Context: an optimization exercise on an open-source flow, tuned for small area and a short achievable clock period. The choices shown serve that exercise and are no tape-out recipe. Function was checked by simulation only, so behaviour that the tests miss may differ from the original. Power and IR drop assume default switching activity.

==> flow/design.v <==
module ddr5_dimm_responder (
  input  logic        clk,
  input  logic        rst,
  input  logic        cmd_valid,
  input  logic [2:0]  cmd_type,
  input  logic        cmd_channel,
  input  logic [2:0]  cmd_bg,
  input  logic [1:0]  cmd_bank,
  input  logic [15:0] cmd_row,
  input  logic [5:0]  cmd_col,
  output logic        rd_valid,
  output logic [26:0] rd_tag,
  output logic        wr_ack,
  output logic [26:0] wr_tag,
  output logic        err_valid,
  output logic [2:0]  err_code,
  output logic [5:0]  open_banks
);
  localparam logic [6:0]   T_ACT_LD = 7'b0110000;   
  localparam logic [6:0]   T_PRE_LD = 7'b1000010;   
  localparam logic [127:0] OPEN_SET = 128'h00040560043368510238258d164a1301;
  logic [2:0]  eff;
  assign eff = (cmd_valid && !cmd_channel) ? cmd_type : 3'd0;
  logic [2:0]  p_type;
  logic [4:0]  p_idx;
  logic [15:0] p_row;
  logic [5:0]  p_col;
  always_ff @(posedge clk) begin
    p_type <= eff;
    p_idx  <= {cmd_bg, cmd_bank};
    p_row  <= cmd_row;
    p_col  <= cmd_col;
  end
  logic dec_q;   
  always_ff @(posedge clk or posedge rst) begin
    if (rst) dec_q <= 1'b0;
    else     dec_q <= !dec_q && (eff == 3'd1 || eff == 3'd3 || eff == 3'd5);
  end
  logic [4:0] idx_in;
  assign idx_in = {cmd_bg, cmd_bank};
  logic [6:0]  tmr  [32];
  logic [31:0] live;
  logic [15:0] rows [32];
  logic        pok_q, pre_cand_q, c_q, o_q;
  logic        err_valid_q;
  logic        f_act, f_pre, f_rw;
  assign f_act = pok_q && (p_type == 3'd2) && c_q;
  assign f_rw  = pok_q && (p_type == 3'd4 || p_type == 3'd6) && o_q;
  assign f_pre = pre_cand_q && !err_valid_q && live[p_idx];
  function automatic logic [6:0] tmr_step(input logic [6:0] q);
    tmr_step = {q[5:0], (q[6] == q[5]) && (q != 7'd0)};
  endfunction
  logic [31:0] pre_err_v;
  always_comb begin
    for (int i = 0; i < 32; i++)
      pre_err_v[i] = live[i] && (tmr[i] != 7'd0);
  end
  logic [6:0] s_p;
  logic       closed_p, live_p, open_p;
  assign s_p      = tmr[p_idx];
  assign live_p   = live[p_idx];
  assign closed_p = !live_p && (s_p == 7'd0);
  assign open_p   = live_p && OPEN_SET[s_p];
  logic p_is_act;
  assign p_is_act = (p_type == 3'd1);
  logic       mismatch, pair_err;
  logic [2:0] pair_code;
  assign mismatch  = (eff != p_type + 3'd1) || (idx_in != p_idx) ||
                     (p_is_act ? (cmd_row != p_row) : (cmd_col != p_col));
  assign pair_err  = p_is_act ? !closed_p : !open_p;
  assign pair_code = p_is_act ? (live_p ? 3'd1 : 3'd5) : 3'd2;
  logic is_half2, is_pre;
  assign is_half2 = (eff == 3'd2) || (eff == 3'd4) || (eff == 3'd6);
  assign is_pre   = (eff == 3'd7);
  logic       err_v_d;
  logic [2:0] err_c_d;
  logic pre_err;
  assign pre_err = pre_err_v[idx_in] || (f_act && idx_in == p_idx);
  assign err_v_d = dec_q ? (mismatch || pair_err) : (is_half2 || (is_pre && pre_err));
  assign err_c_d = dec_q ? (mismatch ? 3'd4 : pair_code) : (is_half2 ? 3'd4 : 3'd3);
  logic [2:0] err_code_q;
  logic [5:0] open_q;
  always_ff @(posedge clk or posedge rst) begin
    if (rst) begin
      err_valid_q <= 1'b0;
      err_code_q  <= 3'd0;
      pok_q       <= 1'b0;
      pre_cand_q  <= 1'b0;
      open_q      <= 6'd0;
    end else begin
      err_valid_q <= err_v_d;
      err_code_q  <= err_c_d;
      pok_q       <= dec_q && !mismatch;
      pre_cand_q  <= !dec_q && is_pre;
      open_q      <= open_q + {5'd0, f_act} - {5'd0, f_pre};
    end
  end
  always_ff @(posedge clk) begin
    c_q <= closed_p;
    o_q <= open_p;
  end
  always_ff @(posedge clk or posedge rst) begin
    if (rst) begin
      live <= '0;
      for (int i = 0; i < 32; i++) tmr[i] <= 7'd0;
    end else begin
      for (int i = 0; i < 32; i++) begin
        if (f_act && p_idx == 5'(i)) begin
          tmr[i]  <= T_ACT_LD;
          live[i] <= 1'b1;
        end else if (f_pre && p_idx == 5'(i)) begin
          tmr[i]  <= T_PRE_LD;
          live[i] <= 1'b0;
        end else begin
          tmr[i]  <= tmr_step(tmr[i]);
        end
      end
    end
  end
  always_ff @(posedge clk) begin
    for (int i = 0; i < 32; i++)
      if (f_act && p_idx == 5'(i)) rows[i] <= p_row;
  end
  localparam int HL = 19;
  logic          ph;
  logic          s_v, s_r;
  logic [10:0]   s_d;
  logic [HL:1]   h_v, h_r, h_late;
  logic [10:0]   h_d [1:HL];
  logic          f_rd;
  assign f_rd = (p_type == 3'd4);
  always_ff @(posedge clk or posedge rst) begin
    if (rst) begin
      ph  <= 1'b0;
      s_v <= 1'b0;
      h_v <= '0;
    end else begin
      ph  <= !ph;
      s_v <= f_rw;
      if (ph) h_v <= {h_v[HL-1:1], f_rw || s_v};
    end
  end
  always_ff @(posedge clk) begin
    s_r <= f_rd;
    s_d <= {p_idx, p_col};
    if (ph) begin
      h_r[1]    <= s_v ? s_r : f_rd;
      h_late[1] <= !s_v;
      h_d[1]    <= s_v ? s_d : {p_idx, p_col};
      h_r[HL:2]    <= h_r[HL-1:1];
      h_late[HL:2] <= h_late[HL-1:1];
      for (int k = 2; k <= HL; k++) h_d[k] <= h_d[k-1];
    end
  end
  logic        rd_late, wr_look, rd_look;
  logic [10:0] sel_d;
  logic [15:0] row_m;
  assign rd_late = !ph && h_v[HL] && h_r[HL] && h_late[HL];
  assign wr_look = h_v[HL-1] && !h_r[HL-1] && (ph == h_late[HL-1]);
  assign rd_look = rd_late || (ph && h_v[HL-1] && h_r[HL-1] && !h_late[HL-1]);
  assign sel_d   = rd_late ? h_d[HL] : h_d[HL-1];
  assign row_m   = rows[sel_d[10:6]];
  logic        rd_look_q, rd_valid_q, wr_ack_q;
  logic [26:0] rd_tag_q, wr_tag_q;
  always_ff @(posedge clk or posedge rst) begin
    if (rst) begin
      rd_look_q  <= 1'b0;
      rd_valid_q <= 1'b0;
      wr_ack_q   <= 1'b0;
      rd_tag_q   <= '0;
      wr_tag_q   <= '0;
    end else begin
      rd_look_q  <= rd_look;
      rd_valid_q <= rd_look_q;
      wr_ack_q   <= wr_look;
      if (rd_look) rd_tag_q <= {sel_d[10:6], row_m, sel_d[5:0]};
      wr_tag_q   <= {sel_d[10:6], row_m, sel_d[5:0]};
    end
  end
  assign rd_valid   = rd_valid_q;
  assign rd_tag     = rd_tag_q;
  assign wr_ack     = wr_ack_q;
  assign wr_tag     = wr_tag_q;
  assign err_valid  = err_valid_q;
  assign err_code   = err_code_q;
  assign open_banks = open_q;
endmodule
==> flow/flow/run.sh <==
#!/bin/bash
# Standard ORFS layout (the standard.sh) with extra optimisation effort: repair_timing is
# asked to leave extra setup margin, cells may be resized across footprints, and the clock
# tree uses larger sink clusters without dummy loads. The timing constraints
# (constraint.sdc) are unchanged; every port still gets a buffer.
set -euo pipefail
source flow/knobs.sh
bash standard.sh SETUP_SLACK_MARGIN=$MARGIN MATCH_CELL_FOOTPRINT=0 "CTS_ARGS=$CTS" "BUFFER_PORTS_ARGS=$PORTBUF" $EXTRA finish > standard_make.log 2>&1
==> flow/flow/knobs.sh <==
MARGIN=14.9
CTS="-sink_clustering_enable -repair_clock_nets -dont_use_dummy_load -sink_clustering_size 30 -sink_clustering_max_diameter 60"
PORTBUF="-buffer_cell sky130_fd_sc_hd__buf_2"
EXTRA=""
==> flow/standard.sh <==
#!/bin/bash
# synth_recipe.tcl (not shown) runs the flow's synth.tcl, then flattens the netlist and writes it again
# the make line also repeats each setting of config.mk as NAME=value (left out here)
make -C /OpenROAD-flow-scripts/flow DESIGN_CONFIG=/design/flow/config.mk WORK_HOME=/design/flow/orfs CLKGATE_MAP_FILE= SYNTH_SCRIPT=/design/flow/synth_recipe.tcl "${@:-finish}"
==> flow/config.mk <==
export PLATFORM = sky130hd
export DESIGN_NAME = ddr5_dimm_responder
export DESIGN_NICKNAME = ddr5_dimm_responder
export VERILOG_FILES = /design/flow/design.v
export SDC_FILE = /design/flow/constraint.sdc
export NUM_CORES = 4
export LEC_CHECK = 0
export CAP_MARGIN = 20
export CORE_MARGIN = 2
export CORE_UTILIZATION = 40
export SLEW_MARGIN = 20
==> flow/constraint.sdc <==
create_clock -name core_clock -period 20.0 [get_ports {clk}]
set_input_delay 4.0000 -clock core_clock [delete_from_list [all_inputs] [get_ports {clk}]]
set_output_delay 4.0000 -clock core_clock [all_outputs]
set_load 0.01 [all_outputs]
==> results of run 1 <==
==> how the worst max path moves through the flow <==
stage | startpoint | end | slack, ns | depth (start not counted)
4_1_cts | cmd_row[15] | err_valid_q$_DFF_PP0_ | 14.51 | 8
2_1_floorplan | rst | dec_q$_DFF_PP0_ | 11.36 | 1
3_5_place_dp | rst | ph$_DFF_PP0_ | 12.20 | 6
3_3_place_gp | rst | ph$_DFF_PP0_ | 12.23 | 6
5_1_grt | cmd_row[15] | err_valid_q$_DFF_PP0_ | 14.45 | 8
6_report | cmd_row[15] | err_valid_q$_DFF_PP0_ | 14.53 | 8
==> stage by stage <==
| step | area (sq um) | cells | hold slack, ns |
|---|---|---|---|
| final | 48300 | 4464 | 0.357 |
| after global routing | 48300 | 4463 | 0.368 |
| after CTS | 48100 | 4453 | 0.358 |
| after detailed placement | 46400 | 4381 | 0.335 |
| after global placement | 46400 | 4381 | 0.336 |
| after floorplan | 43700 | 2881 | 0.331 |
==> registers in the layout, indices dropped and copies added, names as in the netlist, 3 cells and up <==
name	flops
h_late	19
open_q	6
rows	512
s_d	11
h_r	19
p_type	3
rd_tag_q	27
p_idx	5
h_d	209
live	32
p_col	6
tmr	224
err_code_q	3
p_row	16
wr_tag_q	27
h_v	19
==> area by class of cell <==
type | instances | area share [%]
Multi-Input combinational cell | 1566 | 22.4
Timing Repair Buffer | 223 | 3.34
Tap cell | 1414 | 3.66
Sequential cell | 1150 | 67.1
Antenna cell | 1 | 0.00518
Clock buffer | 60 | 3.11
Inverter | 50 | 0.402
==> metal layers <==
layer / share of wire (%) / wire [um] / up-vias / track usage (%)
met1: 40 / 54200 / 13900 / 33.0
met2: 45 / 60100 / 1609 / 36.1
met5: 0.011 / 15 / - / 0
li1: - / - / 11400 / -
met3: 10 / 13300 / 313 / 4.18
met4: 4.7 / 6250 / 2 / 9.62
==> cells by family after synthesis <==
| family | after synthesis | share of synthesized area, % |
|---|---|---|
| mux | 119 | 3.48 |
| xor+xnor | 70 | 1.40 |
| simple gates | 794 | 9.17 |
| flops | 1150 | 74.1 |
| buf+inv | 165 | 1.62 |
| fa+ha+maj | 15 | 0.447 |
| compound gates | 568 | 9.83 |
==> power by group <==
part	total (mW)	internal, mW	switching, mW
Sequential	3.08	2.77	0.310
Clock	1.24	0.531	0.713
Combinational	0.499	0.239	0.260
==> critical path, stage by stage <==
cell	delay (ns)
buf_8	0.10
xor2_4	0.15
nor4_4	0.61
nand4_1	0.38
a211oi_2	0.29
o21a_1	0.19
a32oi_1	0.10
a21boi_2	0.18
==> cell usage after synthesis, types with 24 or more instances <==
master,instances
a21boi_0,38
a21o_1,89
a22oi_1,190
nand3_1,50
dfrtp_1,347
nand2_1,138
a21oi_1,62
edfxtp_1,759
dfxtp_1,44
nor2_1,275
nor4_1,65
nor2b_1,24
buf_2,39
xor2_1,51
and3_1,39
mux2_2,72
clkbuf_1,63
inv_1,45
a22o_1,24
nor3_1,40
mux2i_1,28
or4_1,29
nand4_1,40
==> what timing repair did <==
action                     in CTS  in global routing
setup endpoints to repair     302                143
gates resized for setup        36                 11
buffers inserted               12                  9
pin swaps                       5                  0
gates cloned                    0                  1
==> impl_metrics.tcl, run 1 <==
set metrics [dict create \
    drt_iter0_drc 3957 \
    multi_input_area_sq_mm 0.0108 \
    yosys.area.top_type_share_pct 52.2 \
    insertion_delay_ns 0.73 \
    cts_tree "done" \
    fp.dieW_um 335 \
    detailedPlace.worstSlack_ns 12.20 \
    fin_ws_ns 14.53 \
    grt_start_max_net_pins 86 \
    worstPathRequired_ns 20.55 \
    clockRootBuffer "clkbuf_16" \
    area_delta_synth_final_pct 10.5 \
    wire_per_inst_um 30.0 \
    row_count 121 \
    rsz0062_at_grt "yes" \
    cts.sinks 1150 \
    synth_area_leaders "edfxtp_1, dfrtp_1, a22oi_1" \
    r2r_setup_slack_ns 15.09 \
    grt_pass1_wl_mm 189 \
    num_io_pins 100 \
    cts_buffer_depth 3 \
    netlist_area_sq_mm 0.0437 \
    hpwlAfterDp_mm 84.9 \
    cts_max_level 2 \
    r2r-end "o_q$_DFF_P_" \
    gr-total-overflow 0 \
    tns_ns 0 \
    vias 27200 \
    hp-class "reg2reg" \
    drt_pass1_iterations 8 \
    drv_slew 0 \
    ys_seq_elements 1150 \
    crit_arrival_ns 6.02 \
    fillerInstances 9647 \
    leakage_nw 17.9 \
    synth_edf_count 759 \
    whs_endpoint "rd_valid_q$_DFF_PP0_" \
    synth_ff_type "edfxtp_1" \
    outcome "finished clean" \
    clock_skew_ns 0.118 \
    finalHoldViolCount 0 \
    path_class "in2reg" \
    vias_per_cell 6.10 \
    yosysTopAreaCell "edfxtp_1" \
    period_needed_ns 5.47 \
    start_util_pct 40.3 \
    portBuffers 99 \
    setup_viol 0 \
    syn-num-nets 2930 \
    ant_nets 0 \
    min_from "rd_look_q$_DFF_PP0_" \
    gp_congestion 0.979 \
    whs_path_depth 0 \
    crit_fanout 3 \
    ys_warn_count 4 \
    critPathLaunchType "input port" \
    postCtsHoldBufs 0 \
    drive_above_1_share_pct 15.5 \
    power_density_mw_per_mm2 99.9 \
    die_h_um 335 \
    maxSlewHeadroom_pct 22.8 \
    grt_usage_pct 23.5 \
    layout_commonest_cell "edfxtp_1" \
    grt_pass1_vias 25800 \
    ys_seq_area_share_pct 74.1 \
    cts_buffers 60 \
    power_mw 4.82 \
    maxCapViolations 0 \
    mostFrequentLayoutCells "edfxtp_1, dfrtp_1, nor2_1" \
    worstMarginPinSlew_ns 1.15 \
    synthCells 2881 \
    seq_area_sq_mm 0.0324 \
    synth_async_sr_flop_share_pct 30.2 \
    drc 0 \
    antenna_found_initial 1 \
    core-area_sq_mm 0.109 \
    dieArea_sq_mm 0.112 \
    drt_wl_total_mm 134 \
    rr_startpoint "p_idx[0]$_DFF_P_" \
    r2r_cells 12 \
    finalCritPeriodShare_pct 27.4 \
    cp-end-kind "register" \
    clk_pin_slew_worst_paths_ns 0.11 \
    synth_cell_types 88 \
    syn_area_per_cell_sq_um 15.2 \
    ir_drop_uv 89.4 \
    final_nets 3100 \
    fmax_mhz 183 \
    fin_util_pct 44.5 \
]
==> run 2, diff against run 1 <==
==> flow/flow/knobs.sh (replaced) <==
MARGIN=14.7
CTS="-sink_clustering_enable -repair_clock_nets -dont_use_dummy_load -sink_clustering_size 30 -sink_clustering_max_diameter 60"
PORTBUF="-buffer_cell sky130_fd_sc_hd__buf_2"
EXTRA=""
==> run 2 against run 1 <==
Highest routed layer is now met4. Global-route usage fell by 0.061 points. Still clean. Hold slack improved by 0.0040 ns. Core utilization fell by 0.14 points. Cell count fell by 0.29%. Count of clock-buffer cells in the layout rose by 6.
==> impl_metrics.tcl, run 2 <==
set metrics [dict create \
    outcome "finished clean" \
    syn-num-nets 2930 \
    num_io_pins 100 \
    detailedPlace.worstSlack_ns 13.17 \
    place_area_sq_mm 0.0464 \
    synthCells 2881 \
    ys_seq_elements 1150 \
    crit_fanout 34 \
    grt_start_max_net_pins 85 \
    ys_seq_area_share_pct 74.1 \
    worstPathCellList "buf_2, nand2b_1, o21ai_0, mux4_2, mux4_2, o21bai_1, a32oi_1, a21boi_2" \
    finalCritPeriodShare_pct 28.4 \
    grt_usage_pct 23.4 \
    netlist_area_sq_mm 0.0437 \
    finalHoldViolCount 0 \
    gr-total-overflow 0 \
    ant_nets 0 \
    clk_pin_slew_worst_paths_ns 0.10 \
    fillerInstances 9581 \
    insertion_delay_ns 0.66 \
    portBuffers 99 \
    final_nets 3087 \
    area_delta_synth_final_pct 10.2 \
    drv_slew 0 \
    maxCapViolations 0 \
    yosys.area.top_type_share_pct 52.2 \
    ys_warn_count 4 \
    synth_edf_count 759 \
    mostFrequentLayoutCells "edfxtp_1, dfrtp_1, nor2_1" \
    clock_skew_ns 0.0635 \
    synth_cell_types 88 \
    dieArea_sq_mm 0.112 \
    cts_tree "done" \
    final_area_sq_mm 0.0481 \
    power_density_mw_per_mm2 101 \
    row_count 121 \
    setup_viol 0 \
    slowest_stage "mux4_2" \
    yosysMostFrequentCell "edfxtp_1" \
    hp-class "reg2reg" \
    cts_max_level 3 \
    crit_arrival_ns 6.20 \
    fmax_mhz 176 \
    tns_ns 0 \
    clockRootBuffer "clkbuf_16" \
    cts.sinks 1150 \
    vias 27100 \
    cp-end-kind "register" \
    layout_commonest_cell "edfxtp_1" \
    cp_common_cell "mux4_2" \
    largest_registers "rows (512), tmr (224), h_d (209)" \
    drc 0 \
    vias_per_cell 6.09 \
    fin_ws_ns 14.31 \
    synth_async_sr_flop_share_pct 30.2 \
    slowest_delay_ns 0.52 \
    yosysTopAreaCell "edfxtp_1" \
    worstMarginPinSlew_ns 1.16 \
    largest_reg_flops 512 \
    grt_pass1_vias 25600 \
    grt_pass1_wl_mm 188 \
    die_h_um 335 \
    critPathLaunchType "input port" \
    drt_pass1_iterations 6 \
    gp_congestion 0.979 \
    rsz0062_at_grt "yes" \
    synth_area_leaders "edfxtp_1, dfrtp_1, a22oi_1" \
    worstPathRequired_ns 20.51 \
    drive_above_1_share_pct 14.8 \
    fin_util_pct 44.3 \
    drt_wl_total_mm 132 \
    hpwlAfterDp_mm 83.2 \
    regMostFlops "rows" \
    postCtsHoldBufs 0 \
    syn_area_per_cell_sq_um 15.2 \
    path_class "in2reg" \
    cts_buffer_depth 3 \
    fp.dieW_um 335 \
    period_needed_ns 5.69 \
    synth_ff_type "edfxtp_1" \
    ir_drop_uv 85.7 \
    holdWs_ns 0.361 \
    ys_top_cells_by_count "edfxtp_1, dfrtp_1, nor2_1, a22oi_1, nand2_1" \
    core-area_sq_mm 0.109 \
    leakage_nw 17.8 \
    maxSlewHeadroom_pct 22.0 \
    start_util_pct 40.3 \
    antenna_found_initial 1 \
    cts_buffers 66 \
    wire_per_inst_um 29.7 \
    drt_iter0_drc 4408 \
]
[run 2: cell counts after synthesis]
Identical to the previous run, type by type.
[run 2: area by class of cell]
class                      count  area (sq um)  area share [%]
clock buffer                  66          1650            3.43
sequential                  1150         32400            67.3
inverter                      50           194           0.403
antenna                        1          2.50         0.00520
multi-input combinational   1566         10800            22.4
timing repair buffer         204          1340            2.79
tap                         1414          1770            3.68
[run 2: worst max-delay path: cells and delay by family]
| family | cells | cell delay, ns |
|---|---|---|
| muxes | 2 | 1.04 |
| buffers and inverters | 1 | 0.50 |
| AOI/OAI and AO/OA | 4 | 0.45 |
| and+or+nand+nor | 1 | 0.18 |
[run 2: cells by family (layout without fill, tap and decap cells)]
logic type	count (synthesis)	after routing	synth area share, %
buffers and inverters	165	320	1.62
xor gates and xnor gates	70	70	1.40
muxes	119	119	3.48
other	0	1	0
and+or+nand+nor	794	794	9.17
AOI/OAI and AO/OA	568	568	9.83
adders and majority gates	15	15	0.447
DFF	1150	1150	74.1
[run 2: final timing paths]
check | start | slack, ns | cells after the start | to
max in group asynchronous | rst | 14.99 | 5 | rd_tag_q[3]$_DFFE_PP0P_
max reg2reg | p_idx[4]$_DFF_P_ | 14.87 | 13 | o_q$_DFF_P_
max | cmd_bank[0] | 14.31 | 8 | err_valid_q$_DFF_PP0_
min reg2reg | rd_look_q$_DFF_PP0_ | 0.36 | 0 | rd_valid_q$_DFF_PP0_
min in group asynchronous | rst | 3.59 | 3 | tmr[8][2]$_DFF_PP0_
min | rd_look_q$_DFF_PP0_ | 0.36 | 0 | rd_valid_q$_DFF_PP0_
[run 2: repair_timing]
action                                  4_1_cts  5_1_grt
gates resized for setup                      10        2
endpoints found under the setup margin       75       74
gates cloned                                  1        0
buffers inserted                              1        0
pin swaps                                     5        0
[run 2: where the power goes]
group	total [mW]	switching (mW)	internal [mW]
clock network	1.32	0.728	0.590
logic	0.493	0.258	0.236
registers	3.07	0.300	2.77
[run 2: layer usage]
| layer | share of wire (%) | GRT usage, % | wire, um |
|---|---|---|---|
| met5 | 0 | 0 | 0 |
| met4 | 5.2 | 10.6 | 6840 |
| met2 | 45 | 35.6 | 59500 |
| met3 | 10 | 4.22 | 13400 |
| met1 | 40 | 32.8 | 52600 |
[run 2: stage by stage]
step,total power [mW],cells
after CTS,4.89,4450
after global placement,3.58,4381
after detailed placement,3.59,4382
final,4.88,4451
after global routing,5.06,4451
after floorplan,3.34,2881
==> run 3, diff against run 2 <==
--- a/flow/design.v
+++ b/flow/design.v
@@ -66,6 +66,12 @@
   logic       mismatch, pair_err;
   logic [2:0] pair_code;
-  assign mismatch  = (eff != p_type + 3'd1) || (idx_in != p_idx) ||
-                     (p_is_act ? (cmd_row != p_row) : (cmd_col != p_col));
+  logic [2:0]  x_type;
+  logic [15:0] x_rowm;
+  logic [5:0]  x_colm;
+  assign x_type = p_type + 3'd1;
+  assign x_rowm = {16{p_is_act}};
+  assign x_colm = {6{!p_is_act}};
+  assign mismatch  = !cmd_valid || cmd_channel || (|(cmd_type ^ x_type)) || (|(idx_in ^ p_idx)) ||
+                     (|((cmd_row ^ p_row) & x_rowm)) || (|((cmd_col ^ p_col) & x_colm));
   assign pair_err  = p_is_act ? !closed_p : !open_p;
   assign pair_code = p_is_act ? (live_p ? 3'd1 : 3'd5) : 3'd2;
@@ -76,5 +82,7 @@
   logic [2:0] err_c_d;
   logic pre_err;
-  assign pre_err = pre_err_v[idx_in] || (f_act && idx_in == p_idx);
+  logic [31:0] idx_hot;
+  always_comb for (int i = 0; i < 32; i++) idx_hot[i] = (idx_in == 5'(i));
+  assign pre_err = (|(pre_err_v & idx_hot)) || (f_act && idx_in == p_idx);
   assign err_v_d = dec_q ? (mismatch || pair_err) : (is_half2 || (is_pre && pre_err));
   assign err_c_d = dec_q ? (mismatch ? 3'd4 : pair_code) : (is_half2 ? 3'd4 : 3'd3);
==> run 3 against run 2 <==
Count of clock-buffer cells in the layout up 4. Non-clock buffer count up 11. Wire length rose by 1.1%. Core utilization grew 0.091 points. Worst setup slack improved by 0.18 ns. Critical path depth rose by 1. Critical endpoint unchanged. Largest power group unchanged.
==> impl_metrics.tcl, run 3 <==
set metrics [dict create \
    cts_max_level 3 \
    ys_top_cells_by_count "edfxtp_1, dfrtp_1, nor2_1, a22oi_1, nand2_1" \
    mostFrequentLayoutCells "edfxtp_1, dfrtp_1, nor2_1" \
    slowest_delay_ns 0.61 \
    fp.dieW_um 335 \
    power_density_mw_per_mm2 92.1 \
    start_util_pct 40.2 \
    worstPathCellList "buf_6, xor2_2, nor4_4, nand4_1, a21oi_2, a21o_1, o21ai_1, a21oi_1, o21ai_1" \
    finalCritPeriodShare_pct 27.5 \
    gp_congestion 1.00 \
    drv_slew 0 \
    worstMarginPinSlew_ns 1.23 \
    vias 27100 \
    drt_pass1_iterations 8 \
    cts_buffer_depth 3 \
    num_io_pins 100 \
    fmax_mhz 182 \
    synthAdderAreaFrac_pct 0.446 \
    path_class "in2reg" \
    largest_reg_flops 512 \
    worstPathRequired_ns 20.51 \
    rsz0062_at_grt "yes" \
    cts_tree "done" \
    portBuffers 99 \
    clock_skew_ns 0.0864 \
    drc 0 \
    syn_area_per_cell_sq_um 15.2 \
    holdWs_ns 0.362 \
    synthCells 2885 \
    synth_async_sr_flop_share_pct 30.2 \
    synth_compound_area_share_pct 9.70 \
    netlist_area_sq_mm 0.0437 \
    postCtsHoldBufs 0 \
    hpwlAfterDp_mm 85.9 \
    cts.sinks 1150 \
    synth_area_leaders "edfxtp_1, dfrtp_1, a22oi_1" \
    drt_iter0_drc 3889 \
    critPathLaunchType "input port" \
    leakage_nw 19.0 \
    final_nets 3102 \
    yosysTopAreaCell "edfxtp_1" \
    ys_seq_elements 1150 \
    dp.cells 4390 \
    drt_wl_total_mm 134 \
    yosys.area.top_type_share_pct 52.1 \
    grt_pass1_wl_mm 189 \
    syn-num-nets 2934 \
    grt_pass1_vias 25700 \
    slowest_stage "nor4_4" \
    yosysMostFrequentCell "edfxtp_1" \
    finalHoldViolCount 0 \
    yosys.area_share.simple_pct 9.50 \
    outcome "finished clean" \
    hp-class "reg2reg" \
    synth_ff_type "edfxtp_1" \
    clockRootBuffer "clkbuf_16" \
    layout_commonest_cell "edfxtp_1" \
    synth_top_family_by_area "compound AO/OA/AOI/OAI gates" \
    final_area_sq_mm 0.0483 \
    cp_common_cell "o21ai_1" \
    crit_fanout 3 \
    regMostFlops "rows" \
    cp-end-kind "register" \
    core-area_sq_mm 0.109 \
    largest_registers "rows (512), tmr (224), h_d (209)" \
    synth_mux_area_share_pct 3.32 \
    synth_xor_area_share_pct 1.38 \
    place_area_sq_mm 0.0464 \
    maxCapViolations 0 \
    ys_seq_area_share_pct 74.0 \
    antenna_found_initial 0 \
    gr-total-overflow 0 \
    area_delta_synth_final_pct 10.5 \
    antennaDiodeCount 0 \
    synth_cell_types 87 \
    row_count 121 \
    die_h_um 335 \
    cts_buffers 70 \
    period_needed_ns 5.51 \
    grt_start_max_net_pins 175 \
    fin_cells 4465 \
    synth_edf_count 759 \
    wire_per_inst_um 30.0 \
    crit_arrival_ns 6.02 \
    dieArea_sq_mm 0.112 \
    setup_viol 0 \
    grt_usage_pct 23.6 \
    tns_ns 0 \
    ant_nets 0 \
    ir_drop_uv 68.8 \
    clk_pin_slew_worst_paths_ns 0.09 \
    vias_per_cell 6.08 \
    maxSlewHeadroom_pct 18.2 \
    ys_warn_count 4 \
    drive_above_1_share_pct 14.7 \
    insertion_delay_ns 0.66 \
]
run 3: cell types whose count changed after synthesis, moves of 9 or more:
cell / previous run / this run
nand2_1: 138 / 105
nor2_1: 275 / 258
a21o_1: 89 / 102
a22oi_1: 190 / 178
o21a_1: 4 / 36
mux2_2: 72 / 61
mux2i_1: 28 / 40
a221oi_1: 9 / 26
nor3_1: 40 / 49
nand4_1: 40 / 59
o32ai_1: 17 / 3
nand3_1: 50 / 77
a221o_1: 19 / 2
a21boi_0: 38 / 4
run 3: layout make-up:
class | instances | area [sq um]
clock buffer | 70 | 1750
sequential | 1150 | 32400
timing repair buffer | 215 | 1420
tap | 1414 | 1770
multi-input combinational | 1571 | 10800
fill | 9645 | 60400
inverter | 45 | 173
run 3: path summary, 6_finish.rpt:
path,startpoint,end,slack (ns),depth (start not counted)
setup / recovery,cmd_row[7],err_valid_q$_DFF_PP0_,14.49,9
hold / removal,rd_look_q$_DFF_PP0_,rd_valid_q$_DFF_PP0_,0.36,0
setup reg to reg,ph$_DFF_PP0_,rd_tag_q[7]$_DFFE_PP0P_,15.07,12
hold reg to reg,rd_look_q$_DFF_PP0_,rd_valid_q$_DFF_PP0_,0.36,0
max in group asynchronous,rst,tmr[27][5]$_DFF_PP0_,15.05,4
min in group asynchronous,rst,tmr[2][2]$_DFF_PP0_,3.25,2
run 3: power by group:
| group | internal, mW | switching (mW) |
|---|---|---|
| clock | 0.623 | 0.735 |
| combinational | 0.144 | 0.242 |
| sequential | 2.61 | 0.0913 |
run 3: logic make-up after synthesis:
| family | count (synthesis) |
|---|---|
| XOR/XNOR | 69 |
| AND/OR/NAND/NOR | 799 |
| AO/OA/AOI/OAI | 570 |
| multiplexers | 118 |
| buffers and inverters | 164 |
| adder cells (fa/ha/maj) | 15 |
| flip-flops | 1150 |
run 3: timing repair:
item                                    4_1_cts  5_1_grt
endpoints found under the setup margin        6      115
buffers inserted                              2        2
pin swaps                                     5        1
hold endpoints to repair                      0        0
cloned                                        0        0
resized for setup                             8        3
run 3: worst max-delay path, delay by kind of cell:
kind,cells,cell delay (ns)
buf+inv,1,0.10
compound gates,5,0.72
simple gates,2,1.05
xor+xnor,1,0.15
run 3: stage by stage:
stage | setup slack (ns) | util [%] | total power, mW
floorplan | 11.36 | - | 2.94
global placement | 13.29 | 42.7 | 3.12
detailed placement | 13.32 | 42.7 | 3.12
CTS | 14.43 | 44.4 | 4.46
global route | 14.40 | 44.4 | 4.58
finish | 14.49 | 44.4 | 4.45
run 3: routing by layer:
metal / share of wire [%] / up-vias / track usage, %
li1: - / 11400 / -
met4: 4.9 / 0 / 9.69
met3: 9.9 / 297 / 4.95
met1: 41 / 13800 / 33.1
met2: 45 / 1573 / 35.8
met5: 0 / - / 0
==> run 4, diff against run 3 <==
==> flow/flow/run.sh (replaced) <==
#!/bin/bash
# Standard ORFS layout (the standard.sh) with extra optimisation effort:
# - the platform's don't-use list plus the 4-input NOR/OR cells (slow stacked PMOS), so
#   synthesis builds the input-side compare trees from faster gates;
# - repair_timing asked to leave extra setup margin, cells resized across footprints;
# - port buffers of a fixed small cell, clock tree with larger sink clusters and no dummy loads.
# The timing constraints (constraint.sdc) are unchanged; every port still gets a buffer.
set -euo pipefail
source flow/knobs.sh
DONT_USE="$(tr '\n' ' ' < flow/dont_use.txt)"
bash standard.sh SETUP_SLACK_MARGIN=$MARGIN MATCH_CELL_FOOTPRINT=0 "DONT_USE_CELLS=$DONT_USE" \
  "CTS_ARGS=$CTS" "BUFFER_PORTS_ARGS=$PORTBUF" $EXTRA finish > standard_make.log 2>&1
==> flow/flow/dont_use.txt (new file) <==
sky130_fd_sc_hd__lpflow_bleeder_1
sky130_fd_sc_hd__lpflow_clkbufkapwr_1
sky130_fd_sc_hd__lpflow_clkbufkapwr_16
sky130_fd_sc_hd__lpflow_clkbufkapwr_2
sky130_fd_sc_hd__lpflow_clkbufkapwr_4
sky130_fd_sc_hd__lpflow_clkbufkapwr_8
sky130_fd_sc_hd__lpflow_clkinvkapwr_1
sky130_fd_sc_hd__lpflow_clkinvkapwr_16
sky130_fd_sc_hd__lpflow_clkinvkapwr_2
sky130_fd_sc_hd__lpflow_clkinvkapwr_4
sky130_fd_sc_hd__lpflow_clkinvkapwr_8
sky130_fd_sc_hd__lpflow_decapkapwr_12
sky130_fd_sc_hd__lpflow_decapkapwr_3
sky130_fd_sc_hd__lpflow_decapkapwr_4
sky130_fd_sc_hd__lpflow_decapkapwr_6
sky130_fd_sc_hd__lpflow_decapkapwr_8
sky130_fd_sc_hd__lpflow_inputiso0n_1
sky130_fd_sc_hd__lpflow_inputiso0p_1
sky130_fd_sc_hd__lpflow_inputiso1n_1
sky130_fd_sc_hd__lpflow_inputiso1p_1
sky130_fd_sc_hd__lpflow_inputisolatch_1
sky130_fd_sc_hd__lpflow_isobufsrc_1
sky130_fd_sc_hd__lpflow_isobufsrc_16
sky130_fd_sc_hd__lpflow_isobufsrc_2
sky130_fd_sc_hd__lpflow_isobufsrc_4
sky130_fd_sc_hd__lpflow_isobufsrc_8
sky130_fd_sc_hd__lpflow_isobufsrckapwr_16
sky130_fd_sc_hd__lpflow_lsbuf_lh_hl_isowell_tap_1
sky130_fd_sc_hd__lpflow_lsbuf_lh_hl_isowell_tap_2
sky130_fd_sc_hd__lpflow_lsbuf_lh_hl_isowell_tap_4
sky130_fd_sc_hd__lpflow_lsbuf_lh_isowell_4
sky130_fd_sc_hd__lpflow_lsbuf_lh_isowell_tap_1
sky130_fd_sc_hd__lpflow_lsbuf_lh_isowell_tap_2
sky130_fd_sc_hd__lpflow_lsbuf_lh_isowell_tap_4
sky130_fd_sc_hd__probe_p_8
sky130_fd_sc_hd__probec_p_8
sky130_fd_sc_hd__nor4_1
sky130_fd_sc_hd__nor4_2
sky130_fd_sc_hd__nor4_4
sky130_fd_sc_hd__nor4b_1
sky130_fd_sc_hd__nor4b_2
sky130_fd_sc_hd__nor4b_4
sky130_fd_sc_hd__nor4bb_1
sky130_fd_sc_hd__nor4bb_2
sky130_fd_sc_hd__nor4bb_4
sky130_fd_sc_hd__or4_1
sky130_fd_sc_hd__or4_2
sky130_fd_sc_hd__or4_4
sky130_fd_sc_hd__or4b_1
sky130_fd_sc_hd__or4b_2
sky130_fd_sc_hd__or4b_4
sky130_fd_sc_hd__or4bb_1
sky130_fd_sc_hd__or4bb_2
sky130_fd_sc_hd__or4bb_4
==> flow/flow/knobs.sh (replaced) <==
MARGIN=14.7
CTS="-sink_clustering_enable -repair_clock_nets -dont_use_dummy_load -sink_clustering_size 30 -sink_clustering_max_diameter 60"
PORTBUF="-buffer_cell sky130_fd_sc_hd__buf_2"
EXTRA="CORE_UTILIZATION=50"
==> run 4 against run 3 <==
Wire length increased by 6.7%. Total power increased by 3.0%. Synthesized area is 0.53% higher. Critical path type is now reg2reg. Largest cell class unchanged. Largest power group unchanged. Highest routed layer is now met5.
==> impl_metrics.tcl, run 4 <==
set metrics [dict create \
    worstPathRequired_ns 20.56 \
    vias 27600 \
    synth_async_sr_flop_share_pct 30.2 \
    cts_buffer_depth 3 \
    largest_reg_flops 512 \
    leakage_nw 19.0 \
    clock_skew_ns 0.0741 \
    yosys.area.top_type_share_pct 51.9 \
    drt_pass1_iterations 7 \
    synth_ff_type "edfxtp_1" \
    ant_nets 0 \
    area_delta_synth_final_pct 10.6 \
    fillerInstances 6871 \
    path_class "reg2reg" \
    largest_registers "rows (512), tmr (224), h_d (209)" \
    grt_usage_pct 31.7 \
    portBuffers 99 \
    die_h_um 301 \
    dp.cells 4154 \
    cts_buffers 82 \
    dieArea_sq_mm 0.0903 \
    gr-total-overflow 0 \
    maxSlewHeadroom_pct 21.8 \
    syn-num-nets 2970 \
    slowest_stage "nor2_1" \
    ys_warn_count 4 \
    synth_edf_count 759 \
    hp-class "reg2reg" \
    drive_above_1_share_pct 15.7 \
    ys_seq_area_share_pct 73.6 \
    outcome "finished clean" \
    cts_max_level 3 \
    maxCapViolations 0 \
    regMostFlops "rows" \
    final_nets 3138 \
    crit_fanout 54 \
    yosysMostFrequentCell "edfxtp_1" \
    start_util_pct 50.6 \
    worstPathCellList "buf_4, buf_6, or3b_1, nor2_1, a222oi_1, and3_1, nand4_1, o21a_1, inv_1, ha_1, o21ai_0, a21oi_1, a211oi_1, nand3_1, mux2i_1, a2bb2oi_1, and4b_1, o211ai_1" \
    fin_ws_ns 14.65 \
    ys_seq_elements 1150 \
    setup_viol 0 \
    fmax_mhz 187 \
    hpwlAfterDp_mm 95.0 \
    period_needed_ns 5.35 \
    worstMarginPinSlew_ns 1.17 \
    drc 0 \
    power_density_mw_per_mm2 94.2 \
    finalCritPeriodShare_pct 26.7 \
    syn_area_per_cell_sq_um 15.0 \
    holdWs_ns 0.357 \
    fin_util_pct 55.9 \
    grt_pass1_wl_mm 200 \
    ir_drop_uv 67.3 \
    slowest_delay_ns 0.62 \
    fin_cells 4245 \
    netlist_area_sq_mm 0.0440 \
    drt_wl_total_mm 143 \
    drv_slew 0 \
    grt_start_max_net_pins 187 \
    crit_arrival_ns 5.91 \
    antenna_found_initial 4 \
    ys_top_cells_by_count "edfxtp_1, dfrtp_1, nor2_1, a22oi_1, nand3_1" \
    grt_pass1_vias 26700 \
    finalHoldViolCount 0 \
    synth_cell_types 89 \
    gp_congestion 0.988 \
    cts.sinks 1150 \
    cts_tree "done" \
    clockRootBuffer "clkbuf_16" \
    cp-end-kind "register" \
    mostFrequentLayoutCells "edfxtp_1, dfrtp_1, nor2_1" \
    critPathLaunchType "register" \
    wire_per_inst_um 33.6 \
    vias_per_cell 6.50 \
    core-area_sq_mm 0.0869 \
    clk_pin_slew_worst_paths_ns 0.09 \
    synthCells 2921 \
    rsz0062_at_grt "yes" \
    postCtsHoldBufs 0 \
    num_io_pins 100 \
    yosysTopAreaCell "edfxtp_1" \
    synth_area_leaders "edfxtp_1, dfrtp_1, a22oi_1" \
    insertion_delay_ns 0.69 \
    detailedPlace.worstSlack_ns 12.61 \
    drt_iter0_drc 3750 \
    row_count 108 \
    fp.dieW_um 301 \
    tns_ns 0 \
    layout_commonest_cell "edfxtp_1" \
]
-- run 4: cell count changes after synthesis, sizes merged, moves of 18 or more --
cell | before | now
xor2 | 51 | 7
xnor2 | 18 | 49
nand3 | 80 | 110
or4 | 31 | 0
a22oi | 178 | 127
and2 | 19 | 40
nand2 | 106 | 86
a21boi | 4 | 22
a221oi | 26 | 54
a22o | 27 | 55
nor4 | 67 | 0
inv | 45 | 69
nor3 | 51 | 103
-- run 4: routing by layer --
metal  vias to the layer above  track usage [%]  share of wire, %  wire [um]
met5                         -                0             0.025         36
met4                         6             18.8               7.0      10000
met3                       371             5.45               8.9      12700
met2                      1554             49.7                46      65900
met1                     14100             41.8                38      54100
li1                      11500                -                 -          -
-- run 4: logic make-up (layout without fill, tap and decap cells) --
kind of cell               count (synthesis)  in the layout  share of synthesized area [%]
DFF                                     1150           1150                           73.6
and+or+nand+nor                          788            788                           9.19
AOI/OAI and AO/OA                        610            610                           10.5
buffers and inverters                    187            353                           1.90
muxes                                    115            115                           3.29
xor gates and xnor gates                  56             56                           1.12
adders and majority gates                 15             15                          0.444
other                                      0              3                              0
-- run 4: final timing paths --
check                                    start                  endpoint  slack [ns]  depth (start not counted)
min reg2reg                rd_look_q$_DFF_PP0_      rd_valid_q$_DFF_PP0_        0.36                          0
min in group asynchronous                  rst      tmr[30][3]$_DFF_PP0_        3.45                          2
min                        rd_look_q$_DFF_PP0_      rd_valid_q$_DFF_PP0_        0.36                          0
max reg2reg                   p_idx[4]$_DFF_P_     err_valid_q$_DFF_PP0_       14.65                         18
max in group asynchronous                  rst  rd_tag_q[20]$_DFFE_PP0P_       15.00                          5
max                           p_idx[4]$_DFF_P_     err_valid_q$_DFF_PP0_       14.65                         18
-- run 4: final cells by class --
type | count | area [sq um] | share of cell area, %
clock buffer | 82 | 2050 | 4.22
timing repair inverter | 1 | 7.51 | 0.0154
timing repair buffer | 201 | 1380 | 2.83
multi-input combinational | 1584 | 11100 | 22.8
sequential | 1150 | 32400 | 66.6
inverter | 69 | 268 | 0.551
tap | 1155 | 1450 | 2.97
antenna | 3 | 7.51 | 0.0154
-- run 4: power breakdown --
part	internal [mW]	leakage [nW]	total, mW	switching (mW)
Clock	0.724	1.01	1.48	0.752
Sequential	2.60	12.3	2.70	0.0980
Combinational	0.139	5.71	0.400	0.261
Total	3.47	19.0	4.58	1.11
-- run 4: worst max-delay path, delay by kind of cell, from the launching register on --
family | cells | cell delay (ns)
muxes | 1 | 0.17
buffers and inverters | 3 | 0.91
DFF | 1 | 0.33
and+or+nand+nor | 6 | 2.02
AOI/OAI and AO/OA | 7 | 1.50
adders and majority gates | 1 | 0.30
-- run 4: repair_timing --
item / 4_1_cts / 5_1_grt
gates resized for setup: 39 / 5
cloned: 1 / 0
setup endpoints to repair: 152 / 64
buffers inserted: 3 / 1
pin swaps: 8 / 0
-- run 4: per-stage QoR --
stage | area [sq um] | total power, mW
floorplan | 44000 | 2.93
global placement | 46300 | 3.13
detailed placement | 46300 | 3.14
CTS | 48500 | 4.59
global route | 48600 | 4.71
finish | 48600 | 4.58
==> run 5, diff against run 4 <==
==> flow/flow/knobs.sh (replaced) <==
MARGIN=14.7
CTS="-sink_clustering_enable -repair_clock_nets -dont_use_dummy_load -sink_clustering_size 30 -sink_clustering_max_diameter 60"
PORTBUF="-buffer_cell sky130_fd_sc_hd__buf_2"
EXTRA=""
==> run 5 against run 4 <==
Cell area decreased by 0.63%. Clock skew increased by 0.038 ns. First-iteration DRC count decreased by 1.5%. Clock power decreased by 15%. Sequential cell count unchanged. Largest power group unchanged. Synthesized area unchanged. Synthesized cell count unchanged. Die area increased by 25%. Hold slack got worse by 0.022 ns.
==> impl_metrics.tcl, run 5 <==
set metrics [dict create \
    finalCritPeriodShare_pct 26.8 \
    worst-path-buf-inv 1 \
    clockRootBuffer "clkbuf_16" \
    vias 27300 \
    period_needed_ns 5.36 \
    ys_warn_count 4 \
    top_usage_layer "met2" \
    r2r_cells 18 \
    synthCells 2921 \
    worstMarginPinSlew_ns 1.17 \
    place_area_sq_mm 0.0466 \
    leakage_nw 18.8 \
    drv_slew 0 \
    final_area_sq_mm 0.0483 \
    ir_drop_uv 66.3 \
    fmax_mhz 187 \
    drc 0 \
    crit_fanout 2 \
    row_count 121 \
    grtUsageMet1_pct 33.8 \
    min_from "rd_look_q$_DFF_PP0_" \
    postCtsHoldBufs 0 \
    ys_seq_area_share_pct 73.6 \
    synth_ff_type "edfxtp_1" \
    yosys.area.top_type_share_pct 51.9 \
    gr-total-overflow 0 \
    wire_per_inst_um 30.4 \
    dieArea_sq_mm 0.113 \
    slowest_delay_ns 0.46 \
    hpwlAfterDp_mm 88.9 \
    cp-end-kind "register" \
    layout_commonest_cell "edfxtp_1" \
    critPathLaunchType "input port" \
    vias_per_cell 6.07 \
    worstPathRequired_ns 20.50 \
    worstPathCellList "buf_2, xnor2_1, nand4_1, nor2_1, nand2_2, a21oi_4, a21o_1, o21a_1, o21bai_1, o211ai_1" \
    tns_ns 0 \
    r2r-end "err_valid_q$_DFF_PP0_" \
    synth_cell_types 89 \
    maxSlewHeadroom_pct 21.4 \
    grt_pass1_vias 25700 \
    grt_usage_pct 24.0 \
    drt_pass1_iterations 8 \
    syn-num-nets 2970 \
    outcome "finished clean" \
    ant_nets 0 \
    area_delta_synth_final_pct 9.89 \
    rr_startpoint "p_idx[4]$_DFF_P_" \
    cts_buffers 61 \
    multi_input_area_sq_mm 0.0110 \
    holdWs_ns 0.335 \
    finalHoldViolCount 0 \
    gp_congestion 1.01 \
    cts_tree "done" \
    hp-class "reg2reg" \
    regMostFlops "rows" \
    fillerInstances 9671 \
    rsz0062_at_grt "yes" \
    cts_buffer_depth 3 \
    whs_path_depth 0 \
    clock_skew_ns 0.112 \
    cts.sinks 1150 \
    antenna_found_initial 3 \
    crit_arrival_ns 5.86 \
    portBuffers 99 \
    drive_above_1_share_pct 14.8 \
    power_density_mw_per_mm2 90.1 \
    met2_usage_pct 36.4 \
    synth_area_leaders "edfxtp_1, dfrtp_1, a22oi_1" \
    grt.met3_usage_pct 4.23 \
    yosysMostFrequentCell "edfxtp_1" \
    maxCapViolations 0 \
    ys_seq_elements 1150 \
    insertion_delay_ns 0.72 \
    mostFrequentLayoutCells "edfxtp_1, dfrtp_1, nor2_1" \
    core-area_sq_mm 0.109 \
    yosysTopAreaCell "edfxtp_1" \
    ys_top_cells_by_count "edfxtp_1, dfrtp_1, nor2_1, a22oi_1, nand3_1" \
    die_h_um 336 \
    netlist_area_sq_mm 0.0440 \
    clk_pin_slew_worst_paths_ns 0.10 \
    whs_endpoint "rd_valid_q$_DFF_PP0_" \
    fp.dieW_um 336 \
    r2r_setup_slack_ns 14.85 \
    largest_reg_flops 512 \
    synth_async_sr_flop_share_pct 30.2 \
    slowest_stage "nand4_1" \
    antennaDiodeCount 0 \
    grt_pass1_wl_mm 193 \
    syn_area_per_cell_sq_um 15.0 \
    synth_edf_count 759 \
    final_nets 3127 \
    drt_iter0_drc 3692 \
    start_util_pct 40.3 \
    drt_wl_total_mm 137 \
    num_io_pins 100 \
    largest_registers "rows (512), tmr (224), h_d (209)" \
    grt_start_max_net_pins 170 \
    critPathTopFamily "simple AND/OR/NAND/NOR gates" \
    seq_area_sq_mm 0.0324 \
    setup_viol 0 \
    cts_max_level 2 \
    path_class "in2reg" \
]
run 5: worst max-delay path by stage:
stage	depth (start not counted)	endpoint	start	slack (ns)
2_1_floorplan	1	dec_q$_DFF_PP0_	rst	11.36
3_3_place_gp	10	err_valid_q$_DFF_PP0_	cmd_row[13]	13.85
3_5_place_dp	10	err_valid_q$_DFF_PP0_	cmd_row[12]	13.84
4_1_cts	10	err_valid_q$_DFF_PP0_	cmd_row[7]	14.67
5_1_grt	10	err_valid_q$_DFF_PP0_	cmd_row[0]	14.55
6_report	10	err_valid_q$_DFF_PP0_	cmd_row[7]	14.64
run 5: cell type report:
class,instances,share of cell area [%]
sequential,1150,67.0
timing repair buffer,212,2.90
inverter,69,0.554
tap,1414,3.66
multi-input combinational,1584,22.7
clock buffer,61,3.16
run 5: through the flow:
stage	worst slack [ns]	utilization [%]	power, mW	cells
2_1_floorplan	11.36	-	2.93	2921
3_3_place_gp	13.85	42.8	3.13	4421
3_5_place_dp	13.84	42.8	3.13	4421
4_1_cts	14.67	44.2	4.36	4486
5_1_grt	14.55	44.3	4.48	4490
6_report	14.64	44.3	4.35	4490
run 5: power by group:
part | internal (mW) | switching, mW | leakage (nW) | total, mW
Clock | 0.539 | 0.724 | 0.752 | 1.26
Sequential | 2.60 | 0.0890 | 12.3 | 2.69
Combinational | 0.136 | 0.259 | 5.71 | 0.396
run 5: repair_timing:
item	CTS	global route
buffers inserted	4	4
setup endpoints to repair	6	97
endpoints found under the hold margin	0	0
gates cloned	0	0
resized for setup	4	11
pin swaps	4	4
run 5: routing by layer:
metal | vias to the layer above | part of all wire (%)
met5 | - | 0.030
met4 | 6 | 5.1
met3 | 305 | 9.6
met2 | 1577 | 44
met1 | 13900 | 41
li1 | 11500 | -
run 5: logic make-up after synthesis:
| family | after synthesis | share of synthesized area [%] |
|---|---|---|
| XOR/XNOR | 56 | 1.12 |
| flip-flops | 1150 | 73.6 |
| AND/OR/NAND/NOR | 788 | 9.19 |
| buffers and inverters | 187 | 1.90 |
| AO/OA/AOI/OAI | 610 | 10.5 |
| multiplexers | 115 | 3.29 |
| adder cells (fa/ha/maj) | 15 | 0.444 |
==> run 6, diff against run 5 <==
==> flow/flow/knobs.sh (replaced) <==
MARGIN=14.8
CTS="-sink_clustering_enable -repair_clock_nets -dont_use_dummy_load -sink_clustering_size 30 -sink_clustering_max_diameter 60"
PORTBUF="-buffer_cell sky130_fd_sc_hd__buf_2"
EXTRA="CORE_UTILIZATION=45"
==> run 6 against run 5 <==
Hold slack better by 0.028 ns. Worst setup slack better by 0.14 ns. Critical endpoint unchanged. Clock skew is 0.011 ns lower. Cell area is 1.2% higher. Largest power group unchanged. Combinational power is 2% higher. First-iteration DRC count is 5.4% higher. Cell count is 2.2% lower. Die area is 11% lower. Sequential cell count stayed put. Largest cell class unchanged. Synthesized cell count stayed put. Sequential share of layout area is 0.81 points lower. Still clean on timing, DRC and antenna. Highest routed layer is now met4. Sequential power hardly changed.
==> impl_metrics.tcl, run 6 <==
set metrics [dict create \
    outcome "finished clean" \
    grt.met3_usage_pct 4.98 \
    synth_area_leaders "edfxtp_1, dfrtp_1, a22oi_1" \
    area_delta_synth_final_pct 11.2 \
    r2r-end "err_valid_q$_DFF_PP0_" \
    slowest_stage "nor2_2" \
    maxCapViolations 0 \
    layout_commonest_cell "edfxtp_1" \
    ys_seq_area_share_pct 73.6 \
    cts_buffer_depth 3 \
    cts.sinks 1150 \
    rsz0062_at_grt "yes" \
    grtUsageMet1_pct 38.6 \
    mostFrequentLayoutCells "edfxtp_1, dfrtp_1, nor2_1" \
    critPathLaunchType "input port" \
    leakage_nw 19.1 \
    clockRootBuffer "clkbuf_16" \
    synth_edf_count 759 \
    setup_viol 0 \
    fin_util_pct 50.6 \
    power_density_mw_per_mm2 93.3 \
    synth_ff_type "edfxtp_1" \
    multi_input_area_sq_mm 0.0110 \
    drt_iter0_drc 3891 \
    syn-num-nets 2970 \
    core-area_sq_mm 0.0967 \
    gr-total-overflow 0 \
    rr_startpoint "p_idx[1]$_DFF_P_" \
    portBuffers 99 \
    crit_arrival_ns 5.72 \
    drv_slew 0 \
    drc 0 \
    syn_area_per_cell_sq_um 15.0 \
    antenna_found_initial 1 \
    finalHoldViolCount 0 \
    cp-end-kind "register" \
    grt_pass1_vias 26900 \
    row_count 114 \
    final_area_sq_mm 0.0489 \
    whs_path_depth 0 \
    fmax_mhz 192 \
    finalCritPeriodShare_pct 26.1 \
    yosys.area.top_type_share_pct 51.9 \
    largest_reg_flops 512 \
    dieArea_sq_mm 0.100 \
    cts_buffers 80 \
    drt_wl_total_mm 143 \
    synth_async_sr_flop_share_pct 30.2 \
    whs_endpoint "rd_valid_q$_DFF_PP0_" \
    final_nets 3164 \
    slowest_delay_ns 0.26 \
    min_from "rd_look_q$_DFF_PP0_" \
    hpwlAfterDp_mm 94.1 \
    start_util_pct 45.5 \
    cts_tree "done" \
    regMostFlops "rows" \
    ys_seq_elements 1150 \
    grt_pass1_wl_mm 201 \
    period_needed_ns 5.21 \
    place_area_sq_mm 0.0464 \
    synthCells 2921 \
    wire_per_inst_um 32.6 \
    r2r_setup_slack_ns 14.89 \
    yosysTopAreaCell "edfxtp_1" \
    seq_area_sq_mm 0.0324 \
    top_usage_layer "met2" \
    vias_per_cell 6.32 \
    worstPathRequired_ns 20.50 \
    tns_ns 0 \
    hp-class "reg2reg" \
    ir_drop_uv 63.4 \
    synth_cell_types 89 \
    yosysMostFrequentCell "edfxtp_1" \
    maxSlewHeadroom_pct 20.0 \
    ys_warn_count 4 \
    worstPathCellList "buf_2, xnor2_4, nand4_1, nor2_2, nand2_2, a21oi_2, a21o_1, o21a_1, o21bai_1, o211ai_1" \
    holdWs_ns 0.363 \
    netlist_area_sq_mm 0.0440 \
    power_mw 4.56 \
    clk_pin_slew_worst_paths_ns 0.09 \
    ant_nets 0 \
    worstMarginPinSlew_ns 1.20 \
    vias 27800 \
    die_h_um 317 \
    cts_max_level 3 \
    drt_pass1_iterations 6 \
    fp.dieW_um 317 \
    drive_above_1_share_pct 16.2 \
    clock_skew_ns 0.101 \
    ys_top_cells_by_count "edfxtp_1, dfrtp_1, nor2_1, a22oi_1, nand3_1" \
    grt_start_max_net_pins 85 \
    insertion_delay_ns 0.69 \
    grt_usage_pct 28.6 \
    path_class "in2reg" \
    largest_registers "rows (512), tmr (224), h_d (209)" \
    r2r_cells 16 \
    crit_fanout 3 \
    gp_congestion 1.02 \
    num_io_pins 100 \
    met2_usage_pct 44.6 \
    fillerInstances 8083 \
]
run 6: cell types whose count changed in the layout (fill, tap and decap cells not counted), sizes merged:
| cell | delta |
|---|---|
| clkbuf | +19 |
| buf | +17 |
| diode | +3 |
| clkinvlp | +1 |
run 6: worst max-delay path: cells and delay by family:
kind	cells	cell delay (ns)
AOI/OAI and AO/OA	5	0.71
buffers and inverters	1	0.16
xor gates and xnor gates	1	0.18
and+or+nand+nor	3	0.66
run 6: cell type report:
type	count	share of cell area, %
antenna	3	0.0154
clock buffer	80	4.09
tap	1276	3.26
sequential	1150	66.2
timing repair buffer	229	3.30
timing repair inverter	1	0.0102
inverter	69	0.548
multi-input combinational	1584	22.5
run 6: power by group:
group / switching, mW / internal, mW / total, mW
registers: 0.0934 / 2.60 / 2.70
clock network: 0.750 / 0.707 / 1.46
logic: 0.267 / 0.138 / 0.405
run 6: worst max path at each step:
stage,start,to,cells past startpoint
2_1_floorplan,rst,dec_q$_DFF_PP0_,1
3_3_place_gp,rst,ph$_DFF_PP0_,5
3_5_place_dp,rst,ph$_DFF_PP0_,5
4_1_cts,err_code_q[2]$_DFF_PP0_,err_code[2],1
5_1_grt,p_idx[1]$_DFF_P_,err_valid_q$_DFF_PP0_,16
6_report,cmd_row[9],err_valid_q$_DFF_PP0_,10
run 6: repair_timing:
| action | 4_1_cts | 5_1_grt |
|---|---|---|
| setup endpoints to repair | 240 | 160 |
| setup buffers | 19 | 9 |
| resized for setup | 26 | 23 |
| pin swaps | 3 | 0 |
| hold buffers | 0 | 0 |
| gates cloned | 1 | 0 |
run 6: cells by family (layout without fill, tap and decap cells):
kind of cell | after synthesis | count (layout) | synth area share, %
flops | 1150 | 1150 | 73.6
simple gates | 788 | 788 | 9.19
compound gates | 610 | 610 | 10.5
buf+inv | 187 | 379 | 1.90
mux | 115 | 115 | 3.29
xor+xnor | 56 | 56 | 1.12
fa+ha+maj | 15 | 15 | 0.444
other cells | 0 | 3 | 0
run 6: metal layers:
metal	routed length (um)	up-vias
li1	-	11600
met4	8860	0
met3	12900	338
met5	0	-
met1	55900	14200
met2	65600	1631
run 6: per-stage QoR:
stage	setup WS [ns]	instances
3_5_place_dp	12.57	4280
4_1_cts	14.74	4380
5_1_grt	14.61	4389
2_1_floorplan	11.36	2921
3_3_place_gp	12.73	4280
6_report	14.79	4392
==> run 7, diff against run 6 <==
==> flow/flow/knobs.sh (replaced) <==
MARGIN=14.8
CTS="-sink_clustering_enable -repair_clock_nets -dont_use_dummy_load -sink_clustering_size 30 -sink_clustering_max_diameter 60"
PORTBUF="-buffer_cell sky130_fd_sc_hd__buf_2"
EXTRA="PLACE_DENSITY=0.7"
==> run 7 against run 6 <==
Largest cell class unchanged. Still clean. Hold slack improved by 0.0063 ns. Cell area decreased by 1.4%. Highest routed layer is now met5. Sequential share of layout area rose by 0.97 points. Sequential cell count stayed put. Register-to-register slack worse by 0.02 ns. Core utilization fell by 6.3 points.
==> impl_metrics.tcl, run 7 <==
set metrics [dict create \
    synth_async_sr_flop_share_pct 30.2 \
    ys_top_cells_by_count "edfxtp_1, dfrtp_1, nor2_1, a22oi_1, nand3_1" \
    synth_area_leaders "edfxtp_1, dfrtp_1, a22oi_1" \
    pwr-share-seq_pct 63.7 \
    insertion_delay_ns 0.70 \
    worstMarginPinSlew_ns 1.32 \
    cts_buffers 52 \
    ys_seq_elements 1150 \
    area_delta_synth_final_pct 9.65 \
    internal_power_mw 3.20 \
    tns_ns 0 \
    r2r_setup_slack_ns 14.87 \
    min_from "h_d[16][9]$_DFFE_PP_" \
    worst-path-buf-inv 1 \
    vias_per_cell 6.13 \
    row_count 121 \
    period_needed_ns 5.35 \
    r2r_cells 17 \
    drt_pass1_iterations 8 \
    grt_start_max_net_pins 83 \
    yosys.area.top_type_share_pct 51.9 \
    cts_max_level 2 \
    clockRootBuffer "clkbuf_16" \
    ys_seq_area_share_pct 73.6 \
    hp-class "reg2reg" \
    clock_skew_ns 0.100 \
    layout_commonest_cell "edfxtp_1" \
    cts_tree "done" \
    dp.cells 4409 \
    grt_pass1_vias 25700 \
    seq_area_sq_mm 0.0324 \
    yosysTopAreaCell "edfxtp_1" \
    antenna_found_initial 2 \
    combPwrFrac_pct 9.0 \
    slowest_delay_ns 0.50 \
    grt_pass1_wl_mm 184 \
    mostFrequentLayoutCells "edfxtp_1, dfrtp_1, nor2_1" \
    antennaDiodeCount 0 \
    grt_usage_pct 22.6 \
    hpwlAfterDp_mm 84.4 \
    synth_edf_count 759 \
    clock_power_share_pct 27.3 \
    critPathLaunchType "register" \
    finalCritPeriodShare_pct 26.7 \
    maxCapViolations 0 \
    worstPathCellList "buf_6" \
    final_nets 3113 \
    finalHoldViolCount 0 \
    whs_endpoint "h_d[17][9]$_DFFE_PP_" \
    largest_reg_flops 512 \
    crit_fanout 2 \
    cts.sinks 1150 \
    core-area_sq_mm 0.109 \
    slowest_stage "dfrtp_2" \
    synth_ff_type "edfxtp_1" \
    fin_cells 4476 \
    drt_iter0_drc 4548 \
    r2r-end "err_valid_q$_DFF_PP0_" \
    power_switching_mw 1.03 \
    dieArea_sq_mm 0.113 \
    crit_arrival_ns 1.35 \
    ir_drop_uv 60.1 \
    path_class "reg2out" \
    start_util_pct 40.3 \
    gr-total-overflow 0 \
    fp.dieW_um 336 \
    outcome "finished clean" \
    netlist_area_sq_mm 0.0440 \
    setup_viol 0 \
    synth_cell_types 89 \
    swShare_pct 24.3 \
    largest_registers "rows (512), tmr (224), h_d (209)" \
    syn-num-nets 2970 \
    critPathTopFamily "flip-flops" \
    drive_above_1_share_pct 14.8 \
    cp-end-kind "output port" \
    drt_wl_total_mm 129 \
    yosysMostFrequentCell "edfxtp_1" \
    maxSlewHeadroom_pct 9.65 \
    drc 0 \
    ant_nets 0 \
    vias 27400 \
    power_density_mw_per_mm2 87.8 \
    fillerInstances 9586 \
    postCtsHoldBufs 0 \
    fmax_mhz 187 \
    rr_startpoint "p_idx[1]$_DFF_P_" \
    syn_area_per_cell_sq_um 15.0 \
    startpoint "rd_tag_q[15]$_DFFE_PP0P_" \
    rsz0062_at_grt "yes" \
    wire_per_inst_um 28.9 \
    leakage_nw 18.7 \
    synthCells 2921 \
    drv_slew 0 \
    ys_warn_count 4 \
    portBuffers 99 \
    gp_congestion 1.02 \
    whs_path_depth 0 \
    num_io_pins 100 \
    multi_input_area_sq_mm 0.0110 \
    die_h_um 336 \
    clk_pin_slew_worst_paths_ns 0.11 \
    cts_buffer_depth 3 \
    regMostFlops "rows" \
    worstPathRequired_ns 16.00 \
]
==> run 7: per-stage QoR <==
stage	hold slack (ns)	power (mW)	setup slack (ns)	area (sq um)	util (%)
6_report	0.369	4.23	14.65	48200	44.2
2_1_floorplan	0.326	2.93	11.36	44000	-
4_1_cts	0.379	4.23	14.64	48000	44.0
3_5_place_dp	0.342	3.11	13.83	46500	42.7
5_1_grt	0.384	4.35	14.62	48200	44.2
3_3_place_gp	0.335	3.11	13.82	46500	42.7
==> run 7: kinds of logic (layout without fill, tap and decap cells) <==
| kind of cell | after synthesis | count (layout) | share of synthesized area, % |
|---|---|---|---|
| AND/OR/NAND/NOR | 788 | 788 | 9.19 |
| AO/OA/AOI/OAI | 610 | 610 | 10.5 |
| multiplexers | 115 | 115 | 3.29 |
| buffers and inverters | 187 | 328 | 1.90 |
| flip-flops | 1150 | 1150 | 73.6 |
| adder cells (fa/ha/maj) | 15 | 15 | 0.444 |
| XOR/XNOR | 56 | 56 | 1.12 |
==> run 7: worst max-delay path by stage <==
stage	to	slack, ns	cells after the start
floorplan	dec_q$_DFF_PP0_	11.36	1
global placement	err_valid_q$_DFF_PP0_	13.82	10
detailed placement	err_valid_q$_DFF_PP0_	13.83	10
CTS	rd_tag[15]	14.64	1
global route	rd_tag[15]	14.62	1
finish	rd_tag[15]	14.65	1
==> run 7: final cells by class <==
class                      instances  share of cell area [%]
inverter                          69                   0.555
tap                             1414                    3.67
sequential                      1150                    67.2
multi-input combinational       1584                    22.8
timing repair buffer             207                    3.06
clock buffer                      52                    2.70
==> run 7: power groups by stage <==
stage               Combinational (mW)  Clock (mW)  Sequential, mW
finish                           0.383        1.15            2.69
CTS                              0.372        1.17            2.69
global route                     0.410        1.24            2.70
detailed placement               0.370           0            2.74
floorplan                        0.236           0            2.70
global placement                 0.368           0            2.74
==> run 7: layer usage <==
| metal | routed length [um] | track usage, % | share of wire, % |
|---|---|---|---|
| met1 | 50400 | 31.9 | 39 |
| met2 | 57100 | 34.1 | 44 |
| met3 | 16000 | 4.79 | 12 |
| met4 | 5920 | 8.95 | 4.6 |
| met5 | 26 | 0 | 0.020 |
==> run 7: repair_timing <==
item / in CTS / in global routing
gates cloned: 0 / 0
setup endpoints to repair: 196 / 135
setup buffers: 7 / 8
gates resized for setup: 23 / 22
pin swaps: 5 / 6
endpoints found under the hold margin: 0 / 0

static timing again, ports no longer ideal:
Ports are ideal in the flow. The routed layouts listed here were re-timed in OpenROAD.
Step 1: set_driving_cell puts a clkbuf_16 on clk and a buf_2 on each other input, an assumption about the parent block.
Step 2 times the ports against the registers' clock, not the clock port: input delays grow and output delays shrink by t, the midpoint of the rising clock arrivals with the driver on.
Slacks: ideal / step 1 / step 2; pairs: ideal / step 1.
run	shift t [ns]	setup slack, ns	hold slack, ns	worst setup path at the end	cell pins on the clock port's net
run 1	0.732	14.529 / 14.553 / 13.822	0.357 / 0.357 / 0.357	input to register	1
run 2	0.695	14.313 / 14.314 / 13.619	0.361 / 0.361 / 0.361	input to register	1
run 3	0.695	14.493 / 14.529 / 13.834	0.362 / 0.362 / 0.362	input to register	1
run 4	0.716	14.651 / 14.651 / 14.059	0.357 / 0.357 / 0.357	input to register	1
run 5	0.724	14.644 / 14.659 / 13.962	0.335 / 0.335 / 0.335	input to register	1
run 6	0.707	14.786 / 14.725 / 14.117	0.363 / 0.363 / 0.363	input to register	1
run 7	0.706	14.651 / 14.591 / 13.987	0.369 / 0.369 / 0.369	input to register	1
After both steps every run listed still meets setup and hold. For run 1, which loses most, drivers alone change the setup slack by +0.024 ns; drivers and shift together by -0.707 ns.
